Background: an optimization exercise with open tools, aiming at small area and a short achievable clock period. Do not read the settings as production practice.
Where RTL was checked, it was by simulation tests only, not by an equivalence proof against the original.
For run 9, only the layout was checked, not whether the RTL still works.
In every run shown here, the design's own scripts or RTL, not TritonCTS, make the clock network.
No driver is modelled on the clock port, so clock power and skew are understated where the tree is cut down; a real chip needs a root buffer or a tree.
Power and IR drop assume default switching activity.

File: flow/run.sh
#!/bin/bash
# Layout flow: the standard ORFS flow (standard.sh) with two changes:
#  - synthesis is the standard flow's own script, except that its final ABC mapping call
#    uses flow/abc_map.script (area-oriented mapping of the AND/inverter
#    network in the RTL) in place of ORFS's speed script;
#    Yosys's own quick ABC pass inside synth is skipped (SYNTH_ARGS -noabc)
#    so that this mapping starts from the RTL's network, and the
#    half/full-adder extraction is left out (ADDER_MAP_FILE empty);
#  - the port buffers that global placement inserts are buf_1 cells;
#  - after CTS, flow/clock_one_buffer.tcl replaces the clock tree with one
#    clock buffer driving all the registers (there are only 20).
# Each step's full output goes to a log file in this folder, and ORFS's own
# per-step logs stay under orfs/logs/.
set -euo pipefail
W=$PWD
F=$W/flow

# Synthesis script: synth_recipe.tcl with the abc call redirected.
{
  head -n 1 synth_recipe.tcl
  cat <<TCL
proc abc {args} {
  set i [lsearch -exact \$args -script]
  if {[file exists {$F/abc_stage1.script}]} {
    # The logic feeding the first-stage registers (the cone of wire nrm)
    # is mapped first, with its own script.
    set a1 \$args
    lset a1 [expr {\$i + 1}] {$F/abc_stage1.script}
    yosys abc {*}\$a1 w:nrm %ci*
  }
  lset args [expr {\$i + 1}] {$F/abc_map.script}
  yosys abc {*}\$args
}
TCL
  tail -n +2 synth_recipe.tcl
} > own_synth.tcl

VARS=(
  "SYNTH_SCRIPT=$W/own_synth.tcl"
  "BUFFER_PORTS_ARGS=-buffer_cell sky130_fd_sc_hd__buf_1"
  "ADDER_MAP_FILE="
  "SYNTH_ARGS=-noabc"
  "POST_CTS_TCL=$F/clock_one_buffer.tcl"
  "CLOCK_ONE_BUFFER_CELL=sky130_fd_sc_hd__clkbuf_8"
)
bash standard.sh "${VARS[@]}" synth > synth.log 2>&1
bash standard.sh "${VARS[@]}" finish > layout.log 2>&1
File: flow/abc_map.script
strash
amap
topo
File: standard.sh
#!/bin/bash
# synth_recipe.tcl (not shown) runs the flow's synth.tcl, then flattens the netlist and writes it again
# the make line also repeats each setting of config.mk as NAME=value (left out here)
make -C /OpenROAD-flow-scripts/flow DESIGN_CONFIG=/design/flow/config.mk WORK_HOME=/design/flow/orfs CLKGATE_MAP_FILE= SYNTH_SCRIPT=/design/flow/synth_recipe.tcl "${@:-finish}"
File: config.mk
export PLATFORM = sky130hd
export DESIGN_NAME = log2
export DESIGN_NICKNAME = log2
export VERILOG_FILES = /design/flow/design.v
export SDC_FILE = /design/flow/constraint.sdc
export NUM_CORES = 4
export LEC_CHECK = 0
export CAP_MARGIN = 20
export CORE_AREA = 2 2 62 62
export DIE_AREA = 0 0 64 64
export PLACE_DENSITY = 0.6
export SETUP_SLACK_MARGIN = 4.75
export SLEW_MARGIN = 20
File: design.v
module log2 #(
  parameter int FRAC_W = 5,
  parameter int MANT_W = 16
) (
  input  logic              clk,
  input  logic              rst_n,
  input  logic [7:0]        x,
  input  logic              validx,
  output logic [FRAC_W+2:0] y,
  output logic              validy
);
  logic [9:0] nrm;
  logic a20, a21, a22, a24, a25, a26, a27, a28, a29, a31;
  logic a32, a33, a34, a35, a36, a37, a38, a40, a42, a43;
  logic a44, a45, a46, a47, a48, a49, a50, a52, a53, a54;
  logic a55, a56, a57, a58, a59, a60, a61, a62, a63, a64;
  logic a66, a67, a69, a70, a71, a72, a74, a75;
  assign nrm[0] = x[0] & x[7];
  assign a20 = x[6] & ~x[7];
  assign a21 = x[0] & a20;
  assign a22 = x[1] & x[7];
  assign nrm[1] = a21 | a22;
  assign a24 = ~x[6] & ~x[7];
  assign a25 = x[5] & a24;
  assign a26 = x[0] & a25;
  assign a27 = x[1] & a20;
  assign a28 = x[2] & x[7];
  assign a29 = ~a27 & ~a28;
  assign nrm[2] = a26 | ~a29;
  assign a31 = x[1] & a25;
  assign a32 = x[0] & x[4];
  assign a33 = ~x[5] & a32;
  assign a34 = a24 & a33;
  assign a35 = x[2] & a20;
  assign a36 = x[3] & x[7];
  assign a37 = ~a35 & ~a36;
  assign a38 = ~a34 & a37;
  assign nrm[3] = a31 | ~a38;
  assign a40 = ~x[4] & ~x[5];
  assign nrm[9] = ~a24 | ~a40;
  assign a42 = x[0] & ~nrm[9];
  assign a43 = ~a20 & ~a42;
  assign a44 = x[3] & ~a43;
  assign a45 = x[1] & ~x[5];
  assign a46 = ~x[6] & a45;
  assign a47 = ~x[7] & ~a46;
  assign a48 = x[4] & ~a47;
  assign a49 = x[2] & a25;
  assign a50 = ~a48 & ~a49;
  assign nrm[4] = a44 | ~a50;
  assign a52 = x[1] & ~nrm[9];
  assign a53 = ~x[5] & ~a52;
  assign a54 = x[3] & ~x[6];
  assign a55 = ~x[7] & ~a54;
  assign a56 = ~a53 & ~a55;
  assign a57 = x[0] & ~x[3];
  assign a58 = ~nrm[9] & a57;
  assign a59 = x[4] & ~x[7];
  assign a60 = ~a58 & ~a59;
  assign a61 = ~x[5] & ~x[7];
  assign a62 = x[2] & a61;
  assign a63 = ~x[6] & ~a62;
  assign a64 = ~a60 & ~a63;
  assign nrm[5] = a56 | a64;
  assign a66 = a53 & a55;
  assign a67 = a60 & a63;
  assign nrm[6] = ~a66 & ~a67;
  assign a69 = x[1] & ~x[2];
  assign a70 = ~x[3] & ~a69;
  assign a71 = ~x[4] & ~a70;
  assign a72 = a61 & ~a71;
  assign nrm[7] = ~a20 & ~a72;
  assign a74 = ~x[2] & ~x[3];
  assign a75 = a40 & ~a74;
  assign nrm[8] = ~a24 | a75;
  localparam logic [6:0] MINV = 7'b0000000;
  logic [2:0] e_q;
  logic [6:0] m_q;
  logic       v_q;
  always_ff @(posedge clk) begin
    e_q <= nrm[9:7];
    m_q <= nrm[6:0] ^ MINV;
    v_q <= rst_n & validx;
  end
  logic [4:0] f;
  logic [6:0] m;
  assign m = m_q ^ MINV;
  logic b13, b14, b15, b16, b17, b18, b19, b20, b21, b22;
  logic b23, b24, b25, b26, b27, b28, b29, b30, b31, b32;
  logic b33, b34, b35, b36, b37, b38, b39, b40, b41, b42;
  logic b43, b44, b45, b46, b47, b48, b49, b50, b51, b52;
  logic b53, b54, b55, b56, b57, b58, b59, b60, b61, b62;
  logic b63, b65, b66, b67, b68, b69, b70, b71, b72, b73;
  logic b75, b76, b77, b79, b80;
  assign b13 = m[1] & m[2];
  assign b14 = ~m[3] & ~b13;
  assign b15 = ~m[1] & m[2];
  assign b16 = m[0] & ~b15;
  assign b17 = ~m[1] & ~b16;
  assign b18 = b14 & ~b17;
  assign b19 = m[0] & m[1];
  assign b20 = ~m[2] & ~b19;
  assign b21 = m[1] & ~m[4];
  assign b22 = ~m[3] & b21;
  assign b23 = ~b20 & ~b22;
  assign b24 = ~b18 & ~b23;
  assign b25 = m[4] & ~b13;
  assign b26 = m[3] & m[4];
  assign b27 = m[5] & ~b26;
  assign b28 = ~b25 & b27;
  assign b29 = ~b24 & b28;
  assign b30 = ~m[0] & m[3];
  assign b31 = ~m[4] & ~m[5];
  assign b32 = ~b30 & b31;
  assign b33 = m[6] & ~b32;
  assign b34 = b13 & ~b33;
  assign b35 = m[6] & ~b34;
  assign b36 = ~b29 & b35;
  assign b37 = m[3] & ~m[5];
  assign b38 = b19 & ~b37;
  assign b39 = ~m[2] & ~b21;
  assign b40 = ~b27 & b39;
  assign b41 = ~b38 & b40;
  assign b42 = b36 & ~b41;
  assign b43 = m[3] & b16;
  assign b44 = ~m[4] & ~b43;
  assign b45 = ~m[5] & ~b44;
  assign b46 = b15 & ~b37;
  assign b47 = m[0] & b26;
  assign b48 = ~m[0] & ~m[3];
  assign b49 = ~m[4] & b48;
  assign b50 = m[1] & ~b49;
  assign b51 = ~b47 & ~b50;
  assign b52 = ~m[2] & ~b51;
  assign b53 = ~b46 & ~b52;
  assign b54 = ~b45 & b53;
  assign b55 = ~m[1] & ~m[2];
  assign b56 = b25 & ~b55;
  assign b57 = ~m[6] & ~b47;
  assign b58 = ~b56 & b57;
  assign b59 = ~m[5] & ~b58;
  assign b60 = b15 & ~b48;
  assign b61 = b59 & ~b60;
  assign b62 = ~m[6] & ~b61;
  assign b63 = ~b54 & b62;
  assign f[0] = b42 | b63;
  assign b65 = m[5] & ~b36;
  assign b66 = ~b59 & ~b65;
  assign b67 = ~m[3] & ~b34;
  assign b68 = m[3] & b34;
  assign b69 = ~b67 & ~b68;
  assign b70 = ~b66 & ~b69;
  assign b71 = m[2] & b37;
  assign b72 = b66 & ~b71;
  assign b73 = ~b14 & b72;
  assign f[1] = b70 | b73;
  assign b75 = ~b67 & ~b72;
  assign b76 = m[4] & b75;
  assign b77 = ~m[4] & ~b75;
  assign f[2] = ~b76 & ~b77;
  assign b79 = m[5] & b76;
  assign b80 = ~m[5] & ~b76;
  assign f[3] = ~b79 & ~b80;
  assign f[4] = m[6] | b79;
  always_ff @(posedge clk) begin
    y      <= {e_q, f};
    validy <= rst_n & v_q;
  end
endmodule
File: constraint.sdc
create_clock -name core_clock -period 7.0 [get_ports {clk}]
set_input_delay 1.4000 -clock core_clock [delete_from_list [all_inputs] [get_ports {clk}]]
set_output_delay 1.4000 -clock core_clock [all_outputs]
set_load 0.01 [all_outputs]
File: flow/clock_one_buffer.tcl
# POST_CTS_TCL hook: the design has only a few registers, so CTS's two-level
# tree (a root buffer, leaf buffers and dummy loads) is replaced by a single
# clock buffer that drives every register's clock pin; every register still
# gets its clock through a buffer, the same one for all.
set block [ord::get_db_block]
set port_net [[$block findBTerm clk] getNet]
set sinks {}
set tree {}
set tree_nets {}
set todo [list $port_net]
# Walk the clock network from the port: registers are sinks, everything else
# on it (buffers, inverters, dummy loads) belongs to the tree.
while {[llength $todo]} {
  set net [lindex $todo 0]
  set todo [lrange $todo 1 end]
  foreach it [$net getITerms] {
    if {![$it isInputSignal]} continue
    set inst [$it getInst]
    if {[[$inst getMaster] isSequential]} {
      lappend sinks $it
    } elseif {[lsearch $tree $inst] < 0} {
      lappend tree $inst
      foreach ot [$inst getITerms] {
        if {[$ot isOutputSignal] && [$ot getNet] ne "NULL"} {
          lappend todo [$ot getNet]
          lappend tree_nets [$ot getNet]
        }
      }
    }
  }
}
puts "clock_one_buffer: [llength $sinks] clock sinks, removing [llength $tree] tree cells"
set xs 0; set ys 0
foreach it $sinks {
  lassign [[$it getInst] getLocation] x y
  set xs [expr {$xs + $x}]; set ys [expr {$ys + $y}]
  $it disconnect
}
foreach inst $tree { odb::dbInst_destroy $inst }
foreach net [lsort -unique $tree_nets] { odb::dbNet_destroy $net }
set master [[ord::get_db] findMaster $::env(CLOCK_ONE_BUFFER_CELL)]
set buf [odb::dbInst_create $block $master clkbuf_0_clk]
set net [odb::dbNet_create $block clknet_0_clk]
$net setSigType CLOCK
[$buf findITerm A] connect $port_net
[$buf findITerm X] connect $net
foreach it $sinks { $it connect $net }
set n [llength $sinks]
$buf setLocation [expr {int($xs / $n)}] [expr {int($ys / $n)}]
$buf setPlacementStatus PLACED
detailed_placement
check_placement -verbose
estimate_parasitics -placement
report_clock_skew

# Optionally give the input ports' buffers a stronger cell of the same
# function (the paths from the inputs are the design's longest).
if {[info exists ::env(INPUT_BUF_CELL)] && $::env(INPUT_BUF_CELL) ne ""} {
  set bm [[ord::get_db] findMaster $::env(INPUT_BUF_CELL)]
  foreach bt [$block getBTerms] {
    if {[$bt getIoType] ne "INPUT" || [$bt getName] eq "clk"} continue
    foreach it [[$bt getNet] getITerms] {
      set inst [$it getInst]
      if {[string match "sky130_fd_sc_hd__buf_*" [[$inst getMaster] getName]]} { $inst swapMaster $bm }
    }
  }
  detailed_placement
  estimate_parasitics -placement
}
==> results of run 1 <==
-- cells in the mapped netlist (all sizes together) --
library cell	n	area, µm²
a22oi	3	22.5
a222oi	3	30.0
a31oi	3	18.8
o311ai	1	8.76
nor2	13	48.8
o22a	1	8.76
nor2b	2	12.5
nand2	5	18.8
o221ai	1	8.76
o31ai	2	15.0
nor3	3	15.0
o32ai	1	8.76
dfxtp	20	400
o21ai	13	65.1
a211oi	1	7.51
clkinv	19	71.3
a21oi	6	30.0
nand3	3	15.0
and2	1	6.26
o22ai	3	18.8
-- worst paths after layout --
check | end | slack [ps] | depth (start not counted)
setup / recovery | m_q[4] | 4820 | 6
hold reg to reg | y[5] | 340 | 0
setup reg to reg | y[3] | 5030 | 11
hold / removal | y[5] | 340 | 0
-- sequential cells by signal, indices dropped and copies added (netlist names) --
register / cells
v_q: 1
e_q: 3
m_q: 7
validy: 1
y: 8
-- worst max-delay path, stage by stage --
cell and delay, ps:
clkbuf_2 140, clkinv_1 130, nand3_2 110, o21ai_0 80, a222oi_1 260, clkinv_1 100
-- kinds of logic (layout without fill, tap and decap cells) --
group                  after synthesis  after routing  synth area share
AO/OA/AOI/OAI                       38             38             0.292
AND/OR/NAND/NOR                     27             27             0.140
flip-flops                          20             20             0.482
buffers and inverters               19             40            0.0858
-- layer usage --
layer,track usage,up-vias
met5,0,-
met4,0.0109,0
met3,0.0123,0
met2,0.133,27
met1,0.119,363
li1,-,417
-- report_power, final --
part           total [µW]  internal [µW]  switching (µW)  leakage [µW]
clock network        38.2           13.3            24.9    0.00000719
registers             132            125            6.69      0.000168
logic                47.0           18.4            28.6      0.000183
total                 217            157            60.2      0.000359
-- layout make-up --
cell class	count	area, µm²	area share
sequential	20	404	0.398
multi-input combinational	65	384	0.378
timing repair buffer	20	85.1	0.0837
inverter	19	71.3	0.0702
tap	46	57.6	0.0567
buffer	1	13.8	0.0135
-- stage by stage --
step	setup WS (ps)	power, µW	area, µm²	hold WS (ps)
6_report	4820	217	1020	337
5_1_grt	4730	232	1020	349
3_5_place_dp	4500	177	960	312
3_3_place_gp	4570	176	960	309
2_1_floorplan	4880	162	831	310
==> notes.md, run 1 <==
Placer Congestion -> 0.926
core box area -> 0.00339 mm²
GRT Total Usage -> 0.0826
Syn Std Cell Area -> 831 µm²
Worst-Margin Slew -> 315 ps
later-pin clock latency in the skew report -> 160 ps
Synth Net Count -> 115
Via density -> 4.72
fraction of the yosys area taken by sequential cells -> 0.482
worst vdd ir -> 0.0000892 V
Seq cells post-synth -> 20
total die area -> 0.00410 mm²
setup tns final -> 0 ps
drt drc -> 0
RR Startpoint -> m_q[1]
syn avg cell area -> 7.99 µm²
Setup Crit Path Kind -> in2reg
layout cells sized above 1 -> 0.128
first-pass GRT wire length -> 2900 µm
via count -> 807
antenna viol nets, final -> 0
hold_sp -> e_q[0]
crit path DAT -> 2230 ps
cells after synthesis -> 104
hpwl dp -> 1340 µm
Area Overhead vs Synth -> 22.3%
Placement Rows -> 21
max_cap viols -> 0
CP endpoint kind -> flip-flop
YS warnings -> 1
P per Cell Area -> 214 mW/mm²
grt ovf -> 0
diode count -> 0
Setup violations, final -> 0
RSZ-0062 raised after global routing -> no
Die H -> 64 µm
Finished Layout Cells -> 171
clk slew on worst S/H paths -> 100 ps
CP Launch Type -> input pin
Initial DRT Pass Iterations -> 7
status -> no timing/DRC/antenna violations
Critical Path Source -> x[5]
metal2 WL -> 792 µm
M1 WL -> 796 µm
highest metal used -> met3
Critical Path RT -> 7050 ps
pin count of the biggest net entering global routing -> 21
fmax -> 460 MHz
number of global-route vias before repair -> 686
DRT iter0 DRCs -> 95
DRT Wirelength -> 1670 µm
Starting Density -> 0.245
Static Leak -> 0.000359 µW
Worst Hold Class -> reg2reg
Relative slew margins -> 0.789
Port-buffer cells -> 19
CP max FO -> 6
dpl cells -> 169
Final period util -> 0.311
commonest non-fill, non-tap cell in the layout -> dfxtp_1
met3 wire len -> 83 µm
Die Width -> 64 µm
Worst Clk Skew -> 0.725 ps
Synth cell types -> 20
final hold violations -> 0
Final Core Density -> 0.300
min Tclk post-route -> 2180 ps
FILL cells -> 372
# IOs -> 20
antenna violations before repair -> 0
most frequent cells in the layout -> dfxtp_1, clkinv_1, buf_1
Num Clock Sinks -> 20
Layout Nets -> 138
WL/cell -> 9.78 µm
Slew Limit Fails -> 0
==> run 2, diff against run 1 <==
--- a/config.mk
+++ b/config.mk
@@ -11,3 +11,3 @@
 export PLACE_DENSITY = 0.6
-export SETUP_SLACK_MARGIN = 4.75
+export SETUP_SLACK_MARGIN = 4.85
 export SLEW_MARGIN = 20
==> notes.md, run 2 <==
Die Width -> 64 µm (unchanged)
Synth cell types -> 20 (unchanged)
Slew Limit Fails -> 0 (unchanged)
hpwl dp -> 1340 µm (unchanged)
fmax -> 480 MHz (+4.5%)
Placer Congestion -> 0.926 (unchanged)
CP Launch Type -> input pin
Worst-Margin Slew -> 316 ps (+0.490 ps)
Port-buffer cells -> 19 (unchanged)
status -> no timing/DRC/antenna violations
commonest non-fill, non-tap cell in the layout -> dfxtp_1
drt drc -> 0 (unchanged)
cells after synthesis -> 104 (unchanged)
max FFs per register -> 8 (unchanged)
later-pin clock latency in the skew report -> 160 ps (about the same)
most frequent cell after synthesis -> dfxtp_1
Placement Rows -> 21 (unchanged)
RSZ-0062 raised after global routing -> yes
leading register cell type out of synthesis -> dfxtp_1
Initial DRT Pass Iterations -> 6 (-1)
final hold violations -> 0 (unchanged)
Largest Register -> y
Critical Path RT -> 7050 ps (about the same)
clk slew on worst S/H paths -> 100 ps (about the same)
# IOs -> 20 (unchanged)
Die H -> 64 µm (unchanged)
grt ovf -> 0 (unchanged)
DRT iter0 DRCs -> 60 (-37%)
CP endpoint kind -> flip-flop
Final period util -> 0.298 (-0.0132)
core box area -> 0.00339 mm² (unchanged)
layout cells sized above 1 -> 0.315 (+0.187)
via count -> 834 (+3.3%)
setup tns final -> 0 ps (unchanged)
number of synthesized flops with an enable pin -> 0 (unchanged)
worst vdd ir -> 0.0000921 V (+3.3%)
CP max FO -> 6 (unchanged)
antenna viol nets, final -> 0 (unchanged)
total die area -> 0.00410 mm² (unchanged)
share of flip-flops with an asynchronous set or reset -> 0 (unchanged)
Layout Nets -> 140 (+1.4%)
number of global-route vias before repair -> 686 (unchanged)
Setup Crit Path Kind -> in2reg
min Tclk post-route -> 2080 ps (-92.7 ps)
Relative slew margins -> 0.788 (about the same)
Yosys top cell area share -> 0.482 (unchanged)
Worst Clk Skew -> 0.740 ps (+0.0152 ps)
Commonest cells post-synth -> dfxtp_1, clkinv_1, nor2_1, o21ai_0, a21oi_1
most frequent cells in the layout -> dfxtp_1, clkinv_1, buf_2
Starting Density -> 0.245 (unchanged)
P per Cell Area -> 208 mW/mm² (-2.9%)
YS warnings -> 1 (unchanged)
synth top area cells -> dfxtp_1, clkinv_1, o21ai_0
DRT Wirelength -> 1780 µm (+6.3%)
Seq cells post-synth -> 20 (unchanged)
Regs by FF count -> y: 8 flops, m_q: 7 flops, e_q: 3 flops
GRT Total Usage -> 0.0822 (-0.000370)
pin count of the biggest net entering global routing -> 21 (unchanged)
syn avg cell area -> 7.99 µm² (unchanged)
Area Overhead vs Synth -> 29.7%
Static Leak -> 0.000408 µW (+14%)
WL/cell -> 10.3 µm (+5.1%)
Syn Std Cell Area -> 831 µm² (unchanged)
Setup violations, final -> 0 (unchanged)
diode count -> 0 (unchanged)
Synth area leader -> dfxtp_1
crit path DAT -> 2140 ps (-90 ps)
Worst Hold Class -> reg2reg
Synth Net Count -> 115 (unchanged)
Num Clock Sinks -> 20 (unchanged)
max_cap viols -> 0 (unchanged)
Via density -> 4.82 (+2.2%)
antenna violations before repair -> 0 (unchanged)
first-pass GRT wire length -> 2890 µm (-0.45%)
Overall Power -> 224 µW (+2.9%)
fraction of the yosys area taken by sequential cells -> 0.482 (unchanged)
## run 2: cell families (layout without fill, tap and decap cells)
kind of cell	count (synthesis)	count (layout)	share of synthesized area
compound gates	38	38	0.292
simple gates	27	27	0.140
flops	20	20	0.482
buf+inv	19	42	0.0858
## run 2: critical path, stage by stage
cell	delay, ps
buf_6	120
clkinvlp_4	100
o31ai_1	80
a222oi_1	340
clkinv_1	100
## run 2: worst paths after layout
path,from,end,slack [ps],depth (start not counted)
max,x[7],m_q[4],4920,5
min,e_q[0],y[5],340,0
max reg2reg,m_q[0],y[3],5120,11
min reg2reg,e_q[0],y[5],340,0
## run 2: per-layer routing
metal  part of all wire  up-vias  track usage
met1               0.45      378        0.119
met2               0.49       32        0.132
met4             0.0056        0       0.0109
met3              0.054        2       0.0123
met5                  0        -            0
li1                   -      422            -
## run 2: metrics by stage
step	cell area, µm²	hold slack [ps]	setup WS (ps)	std cells	utilization
global route	1080	349	4830	173	0.318
global placement	960	309	4570	169	0.283
finish	1080	337	4920	173	0.318
detailed placement	960	312	4500	169	0.283
floorplan	831	310	4880	104	-
## run 2: report_power, final
group	internal [µW]	switching, µW
Combinational	22.5	30.8
Sequential	125	6.76
Clock	13.3	25.0
Total	161	62.5
## run 2: cell type report
cell class / count / area, µm²
Sequential cell: 20 / 404
Fill cell: 376 / 2310
Buffer: 1 / 13.8
Timing Repair Buffer: 22 / 119
Multi-Input combinational cell: 65 / 408
Inverter: 19 / 75.1
Tap cell: 46 / 57.6
==> run 3, diff against run 2 <==
--- a/flow/run.sh
+++ b/flow/run.sh
@@ -44,2 +44,3 @@
   "CLOCK_ONE_BUFFER_CELL=sky130_fd_sc_hd__clkbuf_8"
+  "INPUT_BUF_CELL=sky130_fd_sc_hd__buf_2"
 )
==> notes.md, run 3 <==
fmax -> 478 MHz (-0.52%)
total die area -> 0.00410 mm² (unchanged)
fraction of the yosys area taken by sequential cells -> 0.482 (unchanged)
WHS Path Cells -> 0 (unchanged)
CP top delay family -> simple AND/OR/NAND/NOR gates
number of global-route vias before repair -> 686 (unchanged)
hpwl dp -> 1340 µm (unchanged)
crit path DAT -> 2180 ps (+40 ps)
P per Cell Area -> 200 mW/mm² (-3.4%)
Synth area leader -> dfxtp_1
grt ovf -> 0 (unchanged)
Port-buffer cells -> 19 (unchanged)
Initial DRT Pass Iterations -> 6 (unchanged)
Relative slew margins -> 0.788 (about the same)
Placement Rows -> 21 (unchanged)
FILL cells -> 364 (-3.2%)
via count -> 857 (+2.8%)
CP bufs+invs -> 1 (-2)
CP Launch Type -> input pin
antenna viol nets, final -> 0 (unchanged)
Worst Clk Skew -> 0.581 ps (-0.158 ps)
Placer Congestion -> 0.926 (unchanged)
Reg2Reg Depth -> 11 (unchanged)
CP peak stage delay -> 180 ps (-160 ps)
Final period util -> 0.299 (+0.00155)
Seq cells post-synth -> 20 (unchanged)
Critical-path top delay cell -> nor2_4
Commonest cells post-synth -> dfxtp_1, clkinv_1, nor2_1, o21ai_0, a21oi_1
commonest non-fill, non-tap cell in the layout -> dfxtp_1
Num Clock Sinks -> 20 (unchanged)
final hold violations -> 0 (unchanged)
most used cell, CP -> nor2_1
Worst Hold Class -> reg2reg
status -> no timing/DRC/antenna violations
most frequent cell after synthesis -> dfxtp_1
diode count -> 0 (unchanged)
max_cap viols -> 0 (unchanged)
Slew Limit Fails -> 0 (unchanged)
# IOs -> 20 (unchanged)
dpl cells -> 169 (unchanged)
RSZ-0062 raised after global routing -> no
Layout Nets -> 143 (+2.1%)
core box area -> 0.00339 mm² (unchanged)
synth top area cells -> dfxtp_1, clkinv_1, o21ai_0
Syn Std Cell Area -> 831 µm² (unchanged)
RR Startpoint -> m_q[0]
Synth cell types -> 20 (unchanged)
Yosys top cell area share -> 0.482 (unchanged)
Setup violations, final -> 0 (unchanged)
Synth Net Count -> 115 (unchanged)
Worst-Margin Slew -> 315 ps (-0.164 ps)
DRT iter0 DRCs -> 56 (-6.7%)
WHS Endpoint -> y[5]
first-pass GRT wire length -> 2890 µm (unchanged)
pin count of the biggest net entering global routing -> 21 (unchanged)
YS warnings -> 1 (unchanged)
share of flip-flops with an asynchronous set or reset -> 0 (unchanged)
Reg area -> 404 µm² (unchanged)
WL/cell -> 10.5 µm (+2.1%)
DRT Wirelength -> 1850 µm (+3.9%)
Area Overhead vs Synth -> 36.0%
hold_sp -> e_q[0]
syn avg cell area -> 7.99 µm² (unchanged)
Multi-input gate area -> 420 µm² (+3.1%)
worst vdd ir -> 0.0000923 V (+0.21%)
r2r setup slk -> 5120 ps (about the same)
Regs by FF count -> y: 8 flops, m_q: 7 flops, e_q: 3 flops
layout cells sized above 1 -> 0.392 (+0.0773)
max FFs per register -> 8 (unchanged)
antenna violations before repair -> 0 (unchanged)
drt drc -> 0 (unchanged)
Finished Layout Cells -> 176 (+1.7%)
number of synthesized flops with an enable pin -> 0 (unchanged)
critical path cell sequence -> buf_6, nor2_4, nand3_4, nor2_1, nor2_1, o22ai_1
worst flop-to-flop path endpoint -> y[3]
cells after synthesis -> 104 (unchanged)
leading register cell type out of synthesis -> dfxtp_1
clk slew on worst S/H paths -> 100 ps (about the same)
dpl ws -> 4500 ps (unchanged)
CP max FO -> 6 (unchanged)
most frequent cells in the layout -> dfxtp_1, buf_2, clkinv_1
later-pin clock latency in the skew report -> 160 ps (about the same)
min Tclk post-route -> 2090 ps (+10.8 ps)
Die Width -> 64 µm (unchanged)
Starting Density -> 0.245 (unchanged)
Critical Path RT -> 7090 ps (+40 ps)
GRT Total Usage -> 0.0822 (unchanged)
Largest Register -> y
Final Core Density -> 0.333 (+0.0155)
hold slack -> 337 ps (-0.362 ps)
Via density -> 4.87 (+1.0%)
setup tns final -> 0 ps (unchanged)
Static Leak -> 0.000440 µW (+7.9%)
Setup Crit Path Kind -> in2reg
CP endpoint kind -> flip-flop
Die H -> 64 µm (unchanged)
worst setup margin -> 4910 ps (-10.8 ps)
[run 3: cell counts after synthesis]
No cell type changed its count.
[run 3: area by class of cell]
class                      instances  share of cell area
buffer                             1              0.0122
sequential                        20               0.358
multi-input combinational         65               0.372
timing repair buffer              25               0.137
tap                               46              0.0509
inverter                          19              0.0698
[run 3: through the flow]
step | cell area [µm²] | power (µW)
6_report | 1130 | 227
5_1_grt | 1130 | 241
3_5_place_dp | 960 | 177
3_3_place_gp | 960 | 176
2_1_floorplan | 831 | 162
[run 3: worst max path at each step]
| stage | endpoint | depth (start not counted) | slack [ps] | start |
|---|---|---|---|---|
| floorplan | m_q[4] | 5 | 4880 | x[4] |
| global placement | m_q[4] | 6 | 4570 | x[5] |
| detailed placement | m_q[4] | 6 | 4500 | x[5] |
| global route | m_q[4] | 6 | 4830 | x[5] |
| finish | m_q[5] | 6 | 4910 | x[7] |
[run 3: kinds of logic after synthesis]
| kind of cell | after synthesis | synth area share |
|---|---|---|
| AO/OA/AOI/OAI | 38 | 0.292 |
| AND/OR/NAND/NOR | 27 | 0.140 |
| flip-flops | 20 | 0.482 |
| buffers and inverters | 19 | 0.0858 |
[run 3: metal layers]
layer	global-route usage	wire length [µm]	vias up	share of wire
met5	0	0	-	0
met4	0.0109	12	0	0.0065
met3	0.0123	107	4	0.058
met2	0.132	917	37	0.50
met1	0.119	809	391	0.44
li1	-	-	425	-
[run 3: report_power, final]
group / switching [µW] / leakage [µW] / internal (µW)
logic: 31.9 / 0.000265 / 24.3
clock network: 24.8 / 0.00000719 / 13.3
registers: 6.76 / 0.000168 / 125
==> run 4, diff against run 3 <==
==> flow/abc_stage1.script (new file) <==
strash
map -D 400
topo
buffer -p
upsize -D 400
dnsize -D 400
--- a/flow/clock_one_buffer.tcl
+++ b/flow/clock_one_buffer.tcl
@@ -69 +69,15 @@
 }
+
+# Optionally the same for the output ports' buffers.
+if {[info exists ::env(OUTPUT_BUF_CELL)] && $::env(OUTPUT_BUF_CELL) ne ""} {
+  set bm [[ord::get_db] findMaster $::env(OUTPUT_BUF_CELL)]
+  foreach bt [$block getBTerms] {
+    if {[$bt getIoType] ne "OUTPUT"} continue
+    foreach it [[$bt getNet] getITerms] {
+      set inst [$it getInst]
+      if {[$it isOutputSignal] && [string match "sky130_fd_sc_hd__buf_*" [[$inst getMaster] getName]]} { $inst swapMaster $bm }
+    }
+  }
+  detailed_placement
+  estimate_parasitics -placement
+}
--- a/config.mk
+++ b/config.mk
@@ -11,3 +11,3 @@
 export PLACE_DENSITY = 0.6
-export SETUP_SLACK_MARGIN = 4.85
+export SETUP_SLACK_MARGIN = 4.7
 export SLEW_MARGIN = 20
==> notes.md, run 4 <==
most frequent cell after synthesis -> dfxtp_1
GRT Total Usage -> 0.0922 (+0.00993)
Commonest cells post-synth -> dfxtp_1, o21ai_0, clkinv_1
Worst Hold Class -> reg2reg
Static Leak -> 0.000398 µW (-9.6%)
Setup violations, final -> 0 (unchanged)
Area Overhead vs Synth -> 19.0%
later-pin clock latency in the skew report -> 160 ps (about the same)
Seq cells post-synth -> 20 (unchanged)
synth top area cells -> dfxtp_1, o21ai_0, clkinv_1
hpwl dp -> 1470 µm (+9.5%)
share of flip-flops with an asynchronous set or reset -> 0 (unchanged)
Placement Rows -> 21 (unchanged)
critical path depth -> 8 (+2)
antenna violations before repair -> 0 (unchanged)
YS warnings -> 1 (unchanged)
Placer Congestion -> 0.972 (+5.0%)
leading register cell type out of synthesis -> dfxtp_1
min Tclk post-route -> 2060 ps (-30.8 ps)
commonest non-fill, non-tap cell in the layout -> dfxtp_1
core box area -> 0.00339 mm² (unchanged)
Synth Net Count -> 117 (+1.7%)
Largest Register -> y
Critical-path top delay cell -> dfxtp_1
Reg2Reg Depth -> 8 (-3)
most used cell, CP -> o21ai_0
WL/cell -> 10.5 µm (+0.50%)
CP bufs+invs -> 0 (-1)
setup tns final -> 0 ps (unchanged)
worst setup margin -> 4940 ps (+30.8 ps)
Layout Nets -> 139 (-2.8%)
RR Startpoint -> m_q[3]
first-pass GRT wire length -> 3210 µm (+11%)
Finished Layout Cells -> 172 (-2.3%)
dpl ws -> 4750 ps (+248 ps)
DRT iter0 DRCs -> 34 (-39%)
total die area -> 0.00410 mm² (unchanged)
Relative slew margins -> 0.714 (-0.0740)
FILL cells -> 363 (-0.27%)
layout cells sized above 1 -> 0.167 (-0.226)
Critical Path Source -> m_q[3]
grt ovf -> 0 (unchanged)
DRT Wirelength -> 1810 µm (-1.8%)
number of global-route vias before repair -> 782 (+14%)
syn avg cell area -> 8.19 µm² (+2.5%)
hold slack -> 338 ps (+0.927 ps)
worst flop-to-flop path endpoint -> y[3]
Setup Crit Path Kind -> reg2reg
Via density -> 4.85 (-0.30%)
crit path DAT -> 2150 ps (-30 ps)
CP max FO -> 10 (+4)
drt drc -> 0 (unchanged)
Die Width -> 64 µm (unchanged)
max FFs per register -> 8 (unchanged)
via count -> 835 (-2.6%)
Slew Limit Fails -> 0 (unchanged)
RSZ-0062 raised after global routing -> no
final hold violations -> 0 (unchanged)
Final Core Density -> 0.305 (-0.0284)
Yosys top cell area share -> 0.461 (-0.0208)
CP top delay family -> compound AO/OA/AOI/OAI gates
Synth cell types -> 30 (+50%)
number of synthesized flops with an enable pin -> 0 (unchanged)
cells after synthesis -> 106 (+1.9%)
Synth area leader -> dfxtp_1
Initial DRT Pass Iterations -> 4 (-2)
Num Clock Sinks -> 20 (unchanged)
Final period util -> 0.295 (-0.00439)
# IOs -> 20 (unchanged)
clk slew on worst S/H paths -> 100 ps (about the same)
end of the critical path -> y[3]
P per Cell Area -> 211 mW/mm² (+5.3%)
max_cap viols -> 0 (unchanged)
Worst-Margin Slew -> 424 ps (+109 ps)
fmax -> 485 MHz (+1.5%)
dpl cells -> 171 (+1.2%)
CP endpoint kind -> flip-flop
Regs by FF count -> y: 8 flops, m_q: 7 flops, e_q: 3 flops
fraction of the yosys area taken by sequential cells -> 0.461 (-0.0208)
CP peak stage delay -> 530 ps (+350 ps)
Syn Std Cell Area -> 868 µm² (+4.5%)
Port-buffer cells -> 19 (unchanged)
status -> no timing/DRC/antenna violations
worst vdd ir -> 0.0000757 V (-18%)
critical path cell sequence -> a211oi_1, o21ai_0, o311ai_2, a21oi_1, o21ai_0, o21ai_0, nor2_1, a22oi_1
antenna viol nets, final -> 0 (unchanged)
pin count of the biggest net entering global routing -> 21 (unchanged)
most frequent cells in the layout -> dfxtp_1, o21ai_0, buf_2
CP Launch Type -> flip-flop
diode count -> 0 (unchanged)
Die H -> 64 µm (unchanged)
Worst Clk Skew -> 0.363 ps (-0.219 ps)
Starting Density -> 0.256 (+0.0111)
r2r setup slk -> 4940 ps (-180 ps)
Critical Path RT -> 7090 ps (about the same)
run 4: layout make-up:
cell class,instances,area [µm²],share of cell area
well taps,46,57.6,0.0557
multi-input cells,68,408,0.395
repair buffers,19,83.8,0.0811
flip-flops and latches,20,403,0.390
inverters,18,67.6,0.0654
plain buffers,1,13.8,0.0133
run 4: cell families (layout without fill, tap and decap cells):
group / count (synthesis) / after routing / share of synthesized area
AOI/OAI and AO/OA: 38 / 38 / 0.290
and+or+nand+nor: 30 / 30 / 0.171
DFF: 20 / 20 / 0.461
buffers and inverters: 18 / 38 / 0.0778
run 4: where the power goes:
group          internal, µW  switching [µW]
registers               125            6.76
clock network          13.3            24.9
logic                  18.6            29.2
total                   157            60.8
run 4: metrics by stage:
step	power, µW	cell area (µm²)
2_1_floorplan	164	868
3_3_place_gp	178	997
3_5_place_dp	179	997
5_1_grt	233	1030
6_report	218	1030
run 4: how the worst min path moves through the flow:
stage	start	end	slack, ps	cells past startpoint
after floorplan	e_q[0]	y[5]	310	0
after global placement	e_q[1]	y[6]	310	0
after detailed placement	e_q[2]	y[7]	310	0
after global routing	e_q[0]	y[5]	350	0
final	e_q[2]	y[7]	340	0
run 4: layer usage:
| metal | track usage | wire length [µm] | vias to the layer above |
|---|---|---|---|
| met3 | 0.00528 | 117 | 5 |
| met5 | 0 | 0 | - |
| met1 | 0.107 | 745 | 369 |
| met2 | 0.181 | 934 | 43 |
| li1 | - | - | 418 |
| met4 | 0.0217 | 16 | 0 |
==> run 5, diff against run 4 <==
==> flow/abc_map.script (replaced) <==
strash
amap
topo
buffer -p
upsize -D 1500
dnsize -D 1500
==> notes.md, run 5 <==
Static Leak -> 0.000428 µW (+7.7%)
# IOs -> 20 (unchanged)
number of synthesized flops with an enable pin -> 0 (unchanged)
share of flip-flops with an asynchronous set or reset -> 0 (unchanged)
total die area -> 0.00410 mm² (unchanged)
Die H -> 64 µm (unchanged)
Layout Nets -> 139 (unchanged)
Critical Path Source -> m_q[3]
Seq cells post-synth -> 20 (unchanged)
Area Overhead vs Synth -> 18.1%
Placer Congestion -> 0.973 (about the same)
Adder-Cell Fraction of Synth Area -> 0 (unchanged)
min Tclk post-route -> 2140 ps (+75.9 ps)
Synth Area in XOR/XNOR -> 0 (unchanged)
Final period util -> 0.306 (+0.0108)
commonest non-fill, non-tap cell in the layout -> dfxtp_1
Largest Register -> y
WL/cell -> 10.9 µm (+3.6%)
largest family of logic cells by synthesized area -> compound AO/OA/AOI/OAI gates
Setup Crit Path Kind -> reg2reg
number of global-route vias before repair -> 725 (-7.3%)
Placement Rows -> 21 (unchanged)
Num Clock Sinks -> 20 (unchanged)
Multi-input gate area -> 408 µm² (unchanged)
Worst Clk Skew -> 2.92 ps (+2.56 ps)
fmax -> 468 MHz (-3.5%)
Reg area -> 400 µm² (-0.62%)
CP bufs+invs -> 0 (unchanged)
critical path cell sequence -> a211oi_1, o21ai_0, o311ai_2, a21oi_1, o21ai_0, o21ai_0, nor2_1, a22oi_1
final hold violations -> 0 (unchanged)
Port-buffer cells -> 19 (unchanged)
Relative slew margins -> 0.674 (-0.0404)
Via density -> 4.76 (-1.9%)
worst flop-to-flop path endpoint -> y[3]
Synth Net Count -> 118 (+0.85%)
antenna violations before repair -> 0 (unchanged)
later-pin clock latency in the skew report -> 170 ps (about the same)
diode count -> 0 (unchanged)
Worst Hold Class -> reg2reg
most frequent cell after synthesis -> dfxtp_1
Yosys top cell area share -> 0.458 (-0.00264)
core box area -> 0.00339 mm² (unchanged)
post-synthesis simple-gate area fraction -> 0.170 (-0.000983)
Compound-Gate Fraction of Synth Area -> 0.288 (-0.00166)
WHS Path Cells -> 0 (unchanged)
Worst-Margin Slew -> 484 ps (+60.0 ps)
cells after synthesis -> 107 (+0.94%)
Final Instance Area -> 0.00103 mm² (-0.24%)
CP peak stage delay -> 540 ps (about the same)
RR Startpoint -> m_q[3]
max FFs per register -> 8 (unchanged)
P per Cell Area -> 214 mW/mm² (+1.2%)
clk slew on worst S/H paths -> 110 ps (about the same)
Syn Std Cell Area -> 873 µm² (+0.58%)
CP top delay family -> compound AO/OA/AOI/OAI gates
via count -> 819 (-1.9%)
end of the critical path -> y[3]
RSZ-0062 raised after global routing -> no
most frequent cells in the layout -> dfxtp_1, inv_1, o21ai_0
Die Width -> 64 µm (unchanged)
most used cell, CP -> o21ai_0
antenna viol nets, final -> 0 (unchanged)
YS warnings -> 1 (unchanged)
critical path depth -> 8 (unchanged)
DRT iter0 DRCs -> 40 (+18%)
GRT Total Usage -> 0.0881 (-0.00407)
Placed Area -> 997 µm² (unchanged)
hold slack -> 340 ps (+1.93 ps)
CP endpoint kind -> flip-flop
layout cells sized above 1 -> 0.143 (-0.0238)
max_cap viols -> 0 (unchanged)
status -> no timing/DRC/antenna violations
worst vdd ir -> 0.0000797 V (+5.2%)
Synth cell types -> 30 (unchanged)
Initial DRT Pass Iterations -> 4 (unchanged)
Setup violations, final -> 0 (unchanged)
CP max FO -> 10 (unchanged)
Regs by FF count -> y: 8 flops, m_q: 7 flops, e_q: 3 flops
Commonest cells post-synth -> dfxtp_1, inv_1, o21ai_0
FILL cells -> 364 (+0.28%)
first-pass GRT wire length -> 3000 µm (-6.5%)
CP Launch Type -> flip-flop
DRT Wirelength -> 1880 µm (+3.6%)
Starting Density -> 0.258 (+0.00148)
Critical-path top delay cell -> dfxtp_1
fraction of the yosys area taken by sequential cells -> 0.458 (-0.00264)
setup tns final -> 0 ps (unchanged)
drt drc -> 0 (unchanged)
Synth area leader -> dfxtp_1
mux cell area share after synthesis -> 0 (unchanged)
Critical Path RT -> 7100 ps (about the same)
synth top area cells -> dfxtp_1, o21ai_0, inv_1
leading register cell type out of synthesis -> dfxtp_1
grt ovf -> 0 (unchanged)
pin count of the biggest net entering global routing -> 21 (unchanged)
Reg2Reg Depth -> 8 (unchanged)
r2r setup slk -> 4860 ps (-80 ps)
Slew Limit Fails -> 0 (unchanged)
crit path DAT -> 2240 ps (+90 ps)
hpwl dp -> 1420 µm (-3.2%)
syn avg cell area -> 8.16 µm² (-0.36%)
[run 5: cells by family (layout without fill, tap and decap cells)]
kind of cell           count (synthesis)  after routing
buffers and inverters                 19             38
and+or+nand+nor                       30             30
AOI/OAI and AO/OA                     38             38
DFF                                   20             20
[run 5: worst reg2reg max path: cells and delay by family, from the launching register on]
family / cells / cell delay [ps]
AOI/OAI and AO/OA: 7 / 1430
DFF: 1 / 540
and+or+nand+nor: 1 / 100
[run 5: metal layers]
| layer | share of wire | global-route usage | vias to the layer above |
|---|---|---|---|
| met5 | 0 | 0 | - |
| met4 | 0.027 | 0.0489 | 0 |
| li1 | - | - | 413 |
| met3 | 0.051 | 0.00704 | 4 |
| met1 | 0.45 | 0.105 | 368 |
| met2 | 0.48 | 0.155 | 34 |
[run 5: through the flow]
stage	util	setup WS, ps	power (µW)	std cells
after floorplan	-	5070	164	107
after global placement	0.294	4760	178	171
after detailed placement	0.294	4720	179	171
after global routing	0.304	4720	232	172
final	0.304	4860	220	172
[run 5: power by group]
group | internal (µW) | switching (µW) | total (µW)
clock | 13.4 | 27.3 | 40.6
sequential | 125 | 6.43 | 132
combinational | 18.6 | 29.4 | 48.0
[run 5: layout make-up]
cell class	count	share of cell area
well taps	46	0.0558
inverters	18	0.0655
plain buffers	1	0.0133
flip-flops and latches	20	0.388
repair buffers	19	0.0813
multi-input cells	68	0.396
[run 5: worst min path at each step]
stage | endpoint | slack, ps | start
floorplan | y[5] | 310 | e_q[0]
global placement | y[7] | 310 | e_q[2]
detailed placement | y[5] | 310 | e_q[0]
global route | y[5] | 340 | e_q[0]
finish | y[7] | 340 | e_q[2]
==> run 6, diff against run 5 <==
==> flow/abc_map.script (replaced) <==
strash
amap
topo
buffer -p
upsize -D 1300
dnsize -D 1300
==> notes.md, run 6 <==
Comb pwr share -> 0.233 (+0.015)
leading register cell type out of synthesis -> dfxtp_1
Placer Congestion -> 0.833 (-14%)
DRT Wirelength -> 1780 µm (-5.2%)
cells after synthesis -> 107 (unchanged)
later-pin clock latency in the skew report -> 160 ps (about the same)
GRT Total Usage -> 0.0901 (+0.00202)
Area Overhead vs Synth -> 16.3%
hold slack -> 338 ps (-1.91 ps)
Relative slew margins -> 0.759 (+0.0850)
syn avg cell area -> 8.48 µm² (+3.9%)
diode count -> 0 (unchanged)
FILL cells -> 358 (-1.6%)
critical path cell sequence -> buf_1
max FFs per register -> 8 (unchanged)
CP top delay family -> flip-flops
status -> no timing/DRC/antenna violations
Worst Hold Class -> reg2reg
Static Leak -> 0.000428 µW (about the same)
DRT iter0 DRCs -> 49 (+23%)
total die area -> 0.00410 mm² (unchanged)
WL/cell -> 10.4 µm (-5.2%)
Sw Share -> 0.285 (-0.00108)
Largest Register -> y
Int Pwr -> 159 µW (+0.90%)
CP peak stage delay -> 340 ps (-200 ps)
commonest non-fill, non-tap cell in the layout -> dfxtp_1
layout cells sized above 1 -> 0.230 (+0.0873)
Synth cell types -> 33 (+10%)
Slew Limit Fails -> 0 (unchanged)
CP endpoint kind -> output port
Starting Density -> 0.268 (+0.00997)
Layout Nets -> 139 (unchanged)
grt ovf -> 0 (unchanged)
Worst Clk Skew -> 1.39 ps (-1.54 ps)
Placement Rows -> 21 (unchanged)
number of global-route vias before repair -> 756 (+4.3%)
CP max FO -> 1 (-9)
dpl ws -> 4740 ps (+16.1 ps)
Reg power frac -> 0.595 (-0.003)
Via density -> 4.83 (+1.5%)
worst flop-to-flop path endpoint -> y[3]
antenna violations before repair -> 0 (unchanged)
Die H -> 64 µm (unchanged)
number of synthesized flops with an enable pin -> 0 (unchanged)
drt drc -> 0 (unchanged)
final hold violations -> 0 (unchanged)
Switching Power -> 63.3 µW (+0.37%)
Final period util -> 0.292 (-0.0135)
Setup Crit Path Kind -> reg2out
Reg2Reg Depth -> 8 (unchanged)
Synth area leader -> dfxtp_1
YS warnings -> 1 (unchanged)
worst vdd ir -> 0.0000768 V (-3.6%)
setup tns final -> 0 ps (unchanged)
antenna viol nets, final -> 0 (unchanged)
Critical Path RT -> 5600 ps (-1500 ps)
RR Startpoint -> m_q[3]
fmax -> 489 MHz (+4.6%)
Synth Net Count -> 118 (unchanged)
Critical-path top delay cell -> dfxtp_1
Setup violations, final -> 0 (unchanged)
max_cap viols -> 0 (unchanged)
Seq cells post-synth -> 20 (unchanged)
Final Core Density -> 0.311 (+0.00701)
CP bufs+invs -> 1 (+1)
P per Cell Area -> 210 mW/mm² (-1.5%)
fraction of the yosys area taken by sequential cells -> 0.441 (-0.0171)
Overall Power -> 222 µW (+0.75%)
worst setup margin -> 4960 ps (+94.7 ps)
clk slew on worst S/H paths -> 100 ps (about the same)
CP Launch Type -> flip-flop
first-pass GRT wire length -> 3090 µm (+3.0%)
share of flip-flops with an asynchronous set or reset -> 0 (unchanged)
RSZ-0062 raised after global routing -> no
Clk pwr share -> 0.172 (-0.013)
Commonest cells post-synth -> dfxtp_1, inv_1, o21ai_0
r2r setup slk -> 5120 ps (+260 ps)
most frequent cell after synthesis -> dfxtp_1
Port-buffer cells -> 19 (unchanged)
# IOs -> 20 (unchanged)
min Tclk post-route -> 2040 ps (-94.7 ps)
hpwl dp -> 1430 µm (+0.46%)
end of the critical path -> y[7]
synth top area cells -> dfxtp_1, inv_1, o21ai_0
core box area -> 0.00339 mm² (unchanged)
Yosys top cell area share -> 0.441 (-0.0171)
critical path depth -> 1 (-7)
crit path DAT -> 640 ps (-1600 ps)
Regs by FF count -> y: 8 flops, m_q: 7 flops, e_q: 3 flops
Num Clock Sinks -> 20 (unchanged)
Die Width -> 64 µm (unchanged)
most frequent cells in the layout -> dfxtp_1, inv_1, buf_2
via count -> 831 (+1.5%)
pin count of the biggest net entering global routing -> 21 (unchanged)
Syn Std Cell Area -> 907 µm² (+3.9%)
Initial DRT Pass Iterations -> 4 (unchanged)
Critical Path Source -> y[7]
Worst-Margin Slew -> 361 ps (-123 ps)
==> run 6: changes by cell type after synthesis, moves of 2 or more <==
cell	delta
nor2_1	-3
o21ai_2	+2
inv_1	-5
o21ai_1	+2
o21ai_0	-4
inv_2	+5
nor2_2	+2
==> run 6: per-layer routing <==
layer | share of wire | GRT usage | vias up
met3 | 0.058 | 0.0158 | 2
met1 | 0.45 | 0.119 | 381
met5 | 0 | 0 | -
li1 | - | - | 418
met2 | 0.48 | 0.154 | 30
met4 | 0.0079 | 0.0163 | 0
==> run 6: how the worst min path moves through the flow <==
| stage | cells after the start | start | slack, ps | end |
|---|---|---|---|---|
| 2_1_floorplan | 0 | e_q[0] | 310 | y[5] |
| 3_3_place_gp | 0 | e_q[0] | 310 | y[5] |
| 6_report | 0 | e_q[0] | 340 | y[5] |
| 3_5_place_dp | 0 | e_q[0] | 310 | y[5] |
| 5_1_grt | 0 | e_q[0] | 350 | y[5] |
==> run 6: cells by family after synthesis <==
group | synth area share
flops | 0.441
buf+inv | 0.0828
simple gates | 0.178
compound gates | 0.298
==> run 6: area by class of cell <==
cell class	instances	area, µm²	share of cell area
multi-input combinational	68	432	0.409
sequential	20	400	0.380
timing repair buffer	19	83.8	0.0795
inverter	18	67.6	0.0641
tap	46	57.6	0.0546
buffer	1	13.8	0.0130
==> run 6: power groups by stage <==
stage / sequential, µW / combinational (µW) / clock (µW)
finish: 132 / 51.6 / 38.2
floorplan: 136 / 33.7 / 0
detailed placement: 135 / 50.2 / 0
global route: 134 / 57.0 / 47.6
global placement: 134 / 49.4 / 0
==> run 6: stage by stage <==
step,area (µm²),cells
3_3_place_gp,1030,171
5_1_grt,1050,172
3_5_place_dp,1030,171
2_1_floorplan,907,107
6_report,1050,172
==> run 7, diff against run 6 <==
--- a/flow/run.sh
+++ b/flow/run.sh
@@ -45,2 +45,3 @@
   "INPUT_BUF_CELL=sky130_fd_sc_hd__buf_2"
+  "OUTPUT_BUF_CELL=sky130_fd_sc_hd__buf_2"
 )
==> notes.md, run 7 <==
core box area -> 0.00339 mm² (unchanged)
grt ovf -> 0 (unchanged)
Largest Register -> y
Worst Clk Skew -> 1.39 ps (unchanged)
first-pass GRT wire length -> 3090 µm (unchanged)
CP max FO -> 8 (+7)
max_cap viols -> 0 (unchanged)
cells after synthesis -> 107 (unchanged)
share of flip-flops with an asynchronous set or reset -> 0 (unchanged)
RSZ-0062 raised after global routing -> no
fmax -> 492 MHz (+0.62%)
Initial DRT Pass Iterations -> 4 (unchanged)
Worst-Margin Slew -> 361 ps (unchanged)
number of global-route vias before repair -> 756 (unchanged)
Setup Crit Path Kind -> in2reg
pin count of the biggest net entering global routing -> 21 (unchanged)
Final period util -> 0.290 (-0.00180)
DRT iter0 DRCs -> 49 (unchanged)
fraction of the yosys area taken by sequential cells -> 0.441 (unchanged)
Worst Hold Class -> reg2reg
max FFs per register -> 8 (unchanged)
Setup violations, final -> 0 (unchanged)
Layout Nets -> 139 (unchanged)
Commonest cells post-synth -> dfxtp_1, inv_1, o21ai_0
dpl ws -> 4740 ps (unchanged)
Starting Density -> 0.268 (unchanged)
Synth cell types -> 33 (unchanged)
Placement Rows -> 21 (unchanged)
Port-buffer cells -> 19 (unchanged)
# IOs -> 20 (unchanged)
Synth Net Count -> 118 (unchanged)
Area Overhead vs Synth -> 17.5%
total die area -> 0.00410 mm² (unchanged)
status -> no timing/DRC/antenna violations
Regs by FF count -> y: 8 flops, m_q: 7 flops, e_q: 3 flops
later-pin clock latency in the skew report -> 160 ps (about the same)
antenna viol nets, final -> 0 (unchanged)
Num Clock Sinks -> 20 (unchanged)
layout cells sized above 1 -> 0.302 (+0.0714)
worst vdd ir -> 0.0000768 V (about the same)
final hold violations -> 0 (unchanged)
diode count -> 0 (unchanged)
hpwl dp -> 1430 µm (unchanged)
Syn Std Cell Area -> 907 µm² (unchanged)
Critical Path RT -> 7090 ps (+1490 ps)
number of synthesized flops with an enable pin -> 0 (unchanged)
drt drc -> 0 (unchanged)
Synth area leader -> dfxtp_1
Relative slew margins -> 0.759 (unchanged)
synth top area cells -> dfxtp_1, inv_1, o21ai_0
CP Launch Type -> input pin
Via density -> 4.83 (unchanged)
CP endpoint kind -> flip-flop
Placer Congestion -> 0.833 (unchanged)
Seq cells post-synth -> 20 (unchanged)
antenna violations before repair -> 0 (unchanged)
setup tns final -> 0 ps (unchanged)
commonest non-fill, non-tap cell in the layout -> dfxtp_1
GRT Total Usage -> 0.0901 (unchanged)
worst setup margin -> 4970 ps (+12.6 ps)
Die Width -> 64 µm (unchanged)
WL/cell -> 10.4 µm (unchanged)
leading register cell type out of synthesis -> dfxtp_1
YS warnings -> 1 (unchanged)
most frequent cell after synthesis -> dfxtp_1
syn avg cell area -> 8.48 µm² (unchanged)
Final Core Density -> 0.315 (+0.00332)
clk slew on worst S/H paths -> 100 ps (about the same)
crit path DAT -> 2120 ps (+1480 ps)
Slew Limit Fails -> 0 (unchanged)
min Tclk post-route -> 2030 ps (-12.6 ps)
P per Cell Area -> 209 mW/mm² (-0.39%)
Die H -> 64 µm (unchanged)
DRT Wirelength -> 1780 µm (unchanged)
Static Leak -> 0.000451 µW (+5.5%)
via count -> 831 (unchanged)
Yosys top cell area share -> 0.441 (unchanged)
most frequent cells in the layout -> dfxtp_1, buf_2, inv_1
-- run 7: changes by cell type in the layout (fill, tap and decap cells not counted) --
cell / change
buf_1: -9
buf_2: +9
-- run 7: per-layer routing --
metal	vias to the layer above	share of wire	global-route usage	wire length, µm
li1	418	-	-	-
met1	381	0.45	0.119	808
met2	30	0.48	0.154	852
met3	2	0.059	0.0158	105
met4	0	0.0079	0.0163	14
met5	-	0	0	0
-- run 7: logic make-up (layout without fill, tap and decap cells) --
group	count (synthesis)	in the layout	synth area share
AOI/OAI and AO/OA	38	38	0.298
and+or+nand+nor	30	30	0.178
DFF	20	20	0.441
buffers and inverters	19	38	0.0828
-- run 7: critical path, cell delays in order --
cell	delay, ps
buf_2	150
nor2_1	220
a41oi_1	180
a22oi_1	170
-- run 7: report_power, final --
| group | internal (µW) | switching [µW] | total (µW) |
|---|---|---|---|
| sequential | 125 | 6.64 | 132 |
| clock | 13.3 | 24.9 | 38.2 |
| combinational | 21.8 | 31.6 | 53.4 |
| total | 160 | 63.1 | 223 |
-- run 7: final cells by class --
| type | count | area (µm²) |
|---|---|---|
| repair buffers | 19 | 95.1 |
| multi-input cells | 68 | 432 |
| well taps | 46 | 57.6 |
| fillers | 354 | 2320 |
| inverters | 18 | 67.6 |
| plain buffers | 1 | 13.8 |
| flip-flops and latches | 20 | 400 |
-- run 7: path summary, 6_finish.rpt --
| check | end | start | slack (ps) | cells after the start |
|---|---|---|---|---|
| worst max register to register | y[3] | m_q[3] | 5120 | 8 |
| worst min register to register | y[5] | e_q[0] | 340 | 0 |
| worst max-delay path | m_q[6] | x[5] | 4970 | 4 |
| worst min-delay path | y[5] | e_q[0] | 340 | 0 |
-- run 7: stage by stage --
stage	area, µm²	hold slack [ps]	power [µW]	instances
finish	1070	338	223	172
floorplan	907	310	170	107
detailed placement	1030	312	185	171
global placement	1030	311	184	171
global route	1070	347	240	172
==> run 8, diff against run 7 <==
--- a/flow/run.sh
+++ b/flow/run.sh
@@ -45,3 +45,2 @@
   "INPUT_BUF_CELL=sky130_fd_sc_hd__buf_2"
-  "OUTPUT_BUF_CELL=sky130_fd_sc_hd__buf_2"
 )
==> flow/abc_map.script (replaced) <==
strash
amap
topo
buffer -p
upsize -D 1400
dnsize -D 1400
==> flow/abc_stage1.script (replaced) <==
strash
map -D 450
topo
buffer -p
upsize -D 450
dnsize -D 450
==> notes.md, run 8 <==
worst vdd ir -> 0.0000862 V (+12%)
grt ovf -> 0 (unchanged)
Syn Std Cell Area -> 865 µm² (-4.7%)
pin count of the biggest net entering global routing -> 21 (unchanged)
Adder-Cell Fraction of Synth Area -> 0 (unchanged)
core box area -> 0.00339 mm² (unchanged)
fraction of the yosys area taken by sequential cells -> 0.463 (+0.0217)
worst flop-to-flop path endpoint -> y[4]
critical path cell sequence -> buf_2, nor2_1, a41oi_2, a22oi_1
Num Clock Sinks -> 20 (unchanged)
hpwl dp -> 1510 µm (+5.7%)
Die H -> 64 µm (unchanged)
Synth Net Count -> 118 (unchanged)
Final Core Density -> 0.299 (-0.0151)
Yosys top cell area share -> 0.463 (+0.0217)
CP Launch Type -> input pin
r2r setup slk -> 5020 ps (-100 ps)
Critical-path top delay cell -> nor2_1
Synth area leader -> dfxtp_1
DRT Wirelength -> 1900 µm (+6.5%)
P per Cell Area -> 215 mW/mm² (+2.7%)
RSZ-0062 raised after global routing -> no
RR Startpoint -> m_q[3]
CP endpoint kind -> flip-flop
syn avg cell area -> 8.08 µm² (-4.7%)
Reg2Reg Depth -> 9 (+1)
Setup Crit Path Kind -> in2reg
commonest non-fill, non-tap cell in the layout -> dfxtp_1
WL/cell -> 11.0 µm (+6.5%)
CP max FO -> 7 (-1)
Die Width -> 64 µm (unchanged)
Static Leak -> 0.000421 µW (-6.7%)
first-pass GRT wire length -> 3330 µm (+7.8%)
min Tclk post-route -> 2070 ps (+36.4 ps)
max FFs per register -> 8 (unchanged)
cells after synthesis -> 107 (unchanged)
Worst Hold Class -> reg2reg
Layout Nets -> 139 (unchanged)
largest family of logic cells by synthesized area -> compound AO/OA/AOI/OAI gates
Switching Power -> 62.0 µW (-1.8%)
Synth cell types -> 27 (-18%)
Reg power frac -> 0.603 (+0.013)
Starting Density -> 0.255 (-0.0126)
Via density -> 4.97 (+2.8%)
CP top delay family -> compound AO/OA/AOI/OAI gates
Synth Area in XOR/XNOR -> 0 (unchanged)
Sw Share -> 0.284 (+0.00145)
Initial DRT Pass Iterations -> 6 (+2)
hold_sp -> e_q[2]
setup tns final -> 0 ps (unchanged)
mux cell area share after synthesis -> 0 (unchanged)
total die area -> 0.00410 mm² (unchanged)
final hold violations -> 0 (unchanged)
Seq cells post-synth -> 20 (unchanged)
Compound-Gate Fraction of Synth Area -> 0.284 (-0.0143)
Setup violations, final -> 0 (unchanged)
fmax -> 484 MHz (-1.8%)
Relative slew margins -> 0.748 (-0.0106)
Placer Congestion -> 0.871 (+4.6%)
CP peak stage delay -> 260 ps (+40 ps)
Largest Register -> y
max_cap viols -> 0 (unchanged)
DRT iter0 DRCs -> 53 (+8.2%)
# IOs -> 20 (unchanged)
Worst-Margin Slew -> 373 ps (+12.4 ps)
Area Overhead vs Synth -> 17.4%
number of global-route vias before repair -> 820 (+8.5%)
diode count -> 0 (unchanged)
Critical Path RT -> 7090 ps (about the same)
Regs by FF count -> y: 8 flops, m_q: 7 flops, e_q: 3 flops
YS warnings -> 1 (unchanged)
share of flip-flops with an asynchronous set or reset -> 0 (unchanged)
WHS Endpoint -> y[7]
via count -> 854 (+2.8%)
leading register cell type out of synthesis -> dfxtp_1
Int Pwr -> 156 µW (-2.5%)
synth top area cells -> dfxtp_1, inv_1, o21ai_0
antenna violations before repair -> 0 (unchanged)
Worst Clk Skew -> 0.953 ps (-0.434 ps)
later-pin clock latency in the skew report -> 160 ps (about the same)
GRT Total Usage -> 0.0963 (+0.00620)
Port-buffer cells -> 19 (unchanged)
most frequent cells in the layout -> dfxtp_1, inv_1, o21ai_0, buf_2
crit path DAT -> 2160 ps (+40 ps)
drt drc -> 0 (unchanged)
clk slew on worst S/H paths -> 110 ps (about the same)
layout cells sized above 1 -> 0.135 (-0.167)
number of synthesized flops with an enable pin -> 0 (unchanged)
WHS Path Cells -> 0 (unchanged)
antenna viol nets, final -> 0 (unchanged)
CP bufs+invs -> 1 (unchanged)
Overall Power -> 218 µW (-2.3%)
Clk pwr share -> 0.180 (+0.009)
status -> no timing/DRC/antenna violations
Placement Rows -> 21 (unchanged)
Comb pwr share -> 0.217 (-0.022)
Final period util -> 0.295 (+0.00520)
post-synthesis simple-gate area fraction -> 0.174 (-0.00427)
most frequent cell after synthesis -> dfxtp_1
Slew Limit Fails -> 0 (unchanged)
Commonest cells post-synth -> dfxtp_1, inv_1, o21ai_0
==> run 8: routing by layer <==
layer,track usage,up-vias,share of wire
met2,0.193,41,0.52
met1,0.102,394,0.41
met4,0.0217,0,0.0069
met3,0.0176,2,0.061
li1,-,417,-
met5,0,-,0
==> run 8: layout make-up <==
type / instances / area (µm²)
fillers: 367 / 2370
flip-flops and latches: 20 / 400
multi-input cells: 69 / 395
repair buffers: 19 / 83.8
inverters: 17 / 63.8
well taps: 46 / 57.6
plain buffers: 1 / 13.8
==> run 8: worst max-delay path by stage <==
stage / startpoint / end / slack, ps / depth (start not counted)
after floorplan: x[5] / m_q[6] / 5050 / 3
after global placement: x[7] / m_q[6] / 4780 / 4
after detailed placement: x[7] / m_q[6] / 4720 / 4
after global routing: m_q[1] / y[3] / 4770 / 11
final: x[5] / m_q[6] / 4930 / 4
==> run 8: per-stage QoR <==
| stage | std cells | hold WS [ps] | setup WS (ps) | instance area, µm² |
|---|---|---|---|---|
| global placement | 171 | 311 | 4780 | 988 |
| detailed placement | 171 | 317 | 4720 | 988 |
| floorplan | 107 | 310 | 5050 | 865 |
| global route | 172 | 347 | 4770 | 1010 |
| finish | 172 | 341 | 4930 | 1010 |
==> run 8: power groups by stage <==
| stage | combinational [µW] | sequential [µW] | clock [µW] |
|---|---|---|---|
| detailed placement | 45.6 | 134 | 0 |
| global placement | 44.4 | 134 | 0 |
| floorplan | 28.5 | 135 | 0 |
| global route | 53.2 | 133 | 45.2 |
| finish | 47.4 | 132 | 39.4 |
==> run 8: kinds of logic after synthesis <==
logic type,Yosys count
buffers and inverters,18
DFF,20
AOI/OAI and AO/OA,38
and+or+nand+nor,31
==> run 9, diff against run 8 <==
--- a/design.v
+++ b/design.v
@@ -75,3 +75,3 @@
   assign nrm[8] = ~a24 | a75;
-  localparam logic [6:0] MINV = 7'b0000000;
+  localparam logic [6:0] MINV = 7'b0010110;
   logic [2:0] e_q;
==> flow/abc_stage1.script (replaced) <==
strash
map -D 400
topo
buffer -p
upsize -D 400
dnsize -D 400
==> notes.md, run 9 <==
setup tns final -> 0 ps (unchanged)
RSZ-0062 raised after global routing -> no
most frequent cell after synthesis -> dfxtp_1
met3 Usage GRT -> 0.0194 (+0.00176)
Commonest cells post-synth -> dfxtp_1, inv_1, o21ai_0
number of synthesized flops with an enable pin -> 0 (unchanged)
antenna viol nets, final -> 0 (unchanged)
Worst-Margin Slew -> 388 ps (+15.0 ps)
Die Width -> 64 µm (unchanged)
critical path cell sequence -> buf_1
fraction of the yosys area taken by sequential cells -> 0.448 (-0.0155)
Worst Hold Class -> reg2reg
most frequent cells in the layout -> dfxtp_1, inv_1, o21ai_0, buf_2
Num Clock Sinks -> 20 (unchanged)
max FFs per register -> 8 (unchanged)
DRT Wirelength -> 1770 µm (-6.8%)
Critical-path top delay cell -> dfxtp_1
YS warnings -> 1 (unchanged)
Regs by FF count -> y: 8 flops, m_q: 7 flops, e_q: 3 flops
clk slew on worst S/H paths -> 100 ps (about the same)
status -> no timing/DRC/antenna violations
Comb pwr share -> 0.217 (about the same)
worst vdd ir -> 0.0000838 V (-2.9%)
Port-buffer cells -> 19 (unchanged)
Via density -> 4.71 (-5.2%)
max_cap viols -> 0 (unchanged)
r2r setup slk -> 4980 ps (-40 ps)
CP bufs+invs -> 1 (unchanged)
Final Core Density -> 0.307 (+0.00812)
Int Pwr -> 157 µW (+0.71%)
GRT Total Usage -> 0.0909 (-0.00542)
share of flip-flops with an asynchronous set or reset -> 0 (unchanged)
Final period util -> 0.291 (-0.00446)
Synth cell types -> 30 (+11%)
fmax -> 491 MHz (+1.5%)
Clk pwr share -> 0.174 (-0.006)
WL/cell -> 10.1 µm (-8.4%)
Placed Area -> 0.00102 mm² (+2.8%)
final hold violations -> 0 (unchanged)
commonest non-fill, non-tap cell in the layout -> dfxtp_1
later-pin clock latency in the skew report -> 160 ps (about the same)
P per Cell Area -> 209 mW/mm² (-2.9%)
min Tclk post-route -> 2040 ps (-31.2 ps)
Setup Crit Path Kind -> reg2out
Critical Path RT -> 5600 ps (-1490 ps)
Die H -> 64 µm (unchanged)
Setup violations, final -> 0 (unchanged)
antenna violations before repair -> 0 (unchanged)
Synth area leader -> dfxtp_1
GR Layer Usage met1 -> 0.114 (+0.0124)
first-pass GRT wire length -> 3080 µm (-7.4%)
Static Leak -> 0.000448 µW (+6.3%)
Switching Power -> 60.3 µW (-2.8%)
Largest Register -> y
core box area -> 0.00339 mm² (unchanged)
layout cells sized above 1 -> 0.140 (+0.00461)
Starting Density -> 0.264 (+0.00886)
diode count -> 0 (unchanged)
Synth Net Count -> 121 (+2.5%)
crit path DAT -> 640 ps (-1520 ps)
Worst Clk Skew -> 0.763 ps (-0.191 ps)
CP peak stage delay -> 330 ps (+70 ps)
cells after synthesis -> 110 (+2.8%)
CP max FO -> 1 (-6)
# IOs -> 20 (unchanged)
Placer Congestion -> 0.896 (+2.9%)
Yosys top cell area share -> 0.448 (-0.0155)
Initial DRT Pass Iterations -> 5 (-1)
Reg power frac -> 0.610 (+0.007)
grt ovf -> 0 (unchanged)
CP Launch Type -> flip-flop
run 9: layout make-up:
type                    instances  area [µm²]
well taps                      46        57.6
multi-input cells              68         408
repair buffers                 19        83.8
inverters                      21        78.8
fillers                       365        2350
plain buffers                   1        13.8
flip-flops and latches         20         400
run 9: final timing paths:
| kind | end | start | cells past startpoint |
|---|---|---|---|
| worst max-delay path | y[6] | y[6] | 1 |
| worst min-delay path | y[7] | e_q[2] | 0 |
| worst max register to register | y[4] | m_q[3] | 9 |
| worst min register to register | y[7] | e_q[2] | 0 |
run 9: routing by layer:
| metal | wire length [µm] | vias up |
|---|---|---|
| met5 | 0 | - |
| li1 | - | 422 |
| met4 | 23 | 0 |
| met1 | 787 | 362 |
| met2 | 841 | 36 |
| met3 | 116 | 4 |
run 9: metrics by stage:
stage                     hold WS [ps]  total power [µW]  worst slack, ps  cells
after floorplan                    310               166             5040    110
after global placement             313               180             4670    174
after detailed placement           316               181             4650    174
after global routing               355               233             4760    175
final                              341               218             4960    175
run 9: worst register-to-register path, cell delays in order, from the launching register on:
cell	delay, ps
dfxtp_1	520
a211oi_1	140
o21ai_0	350
o311ai_2	200
a21oi_1	230
o21ai_1	120
o21ai_1	120
nor2_1	90
inv_1	80
o21ai_0	70
run 9: power groups by stage:
| stage | Clock (µW) | Combinational, µW | Sequential [µW] |
|---|---|---|---|
| floorplan | 0 | 29.9 | 136 |
| global placement | 0 | 45.2 | 135 |
| detailed placement | 0 | 45.9 | 135 |
| global route | 45.7 | 53.3 | 134 |
| finish | 37.8 | 47.1 | 133 |
run 9: cell families after synthesis:
| group | after synthesis | share of synthesized area |
|---|---|---|
| buffers and inverters | 22 | 0.0965 |
| AOI/OAI and AO/OA | 38 | 0.290 |
| and+or+nand+nor | 30 | 0.166 |
| DFF | 20 | 0.448 |

Re-timed with assumed drivers on the ports (clkbuf_16 on the clock, buf_2 on other inputs), run 9 has 4.941 ns of setup slack against 4.963 ns with ideal ports, and 4.782 ns once port delays also move by the mid clock arrival of 0.179 ns.
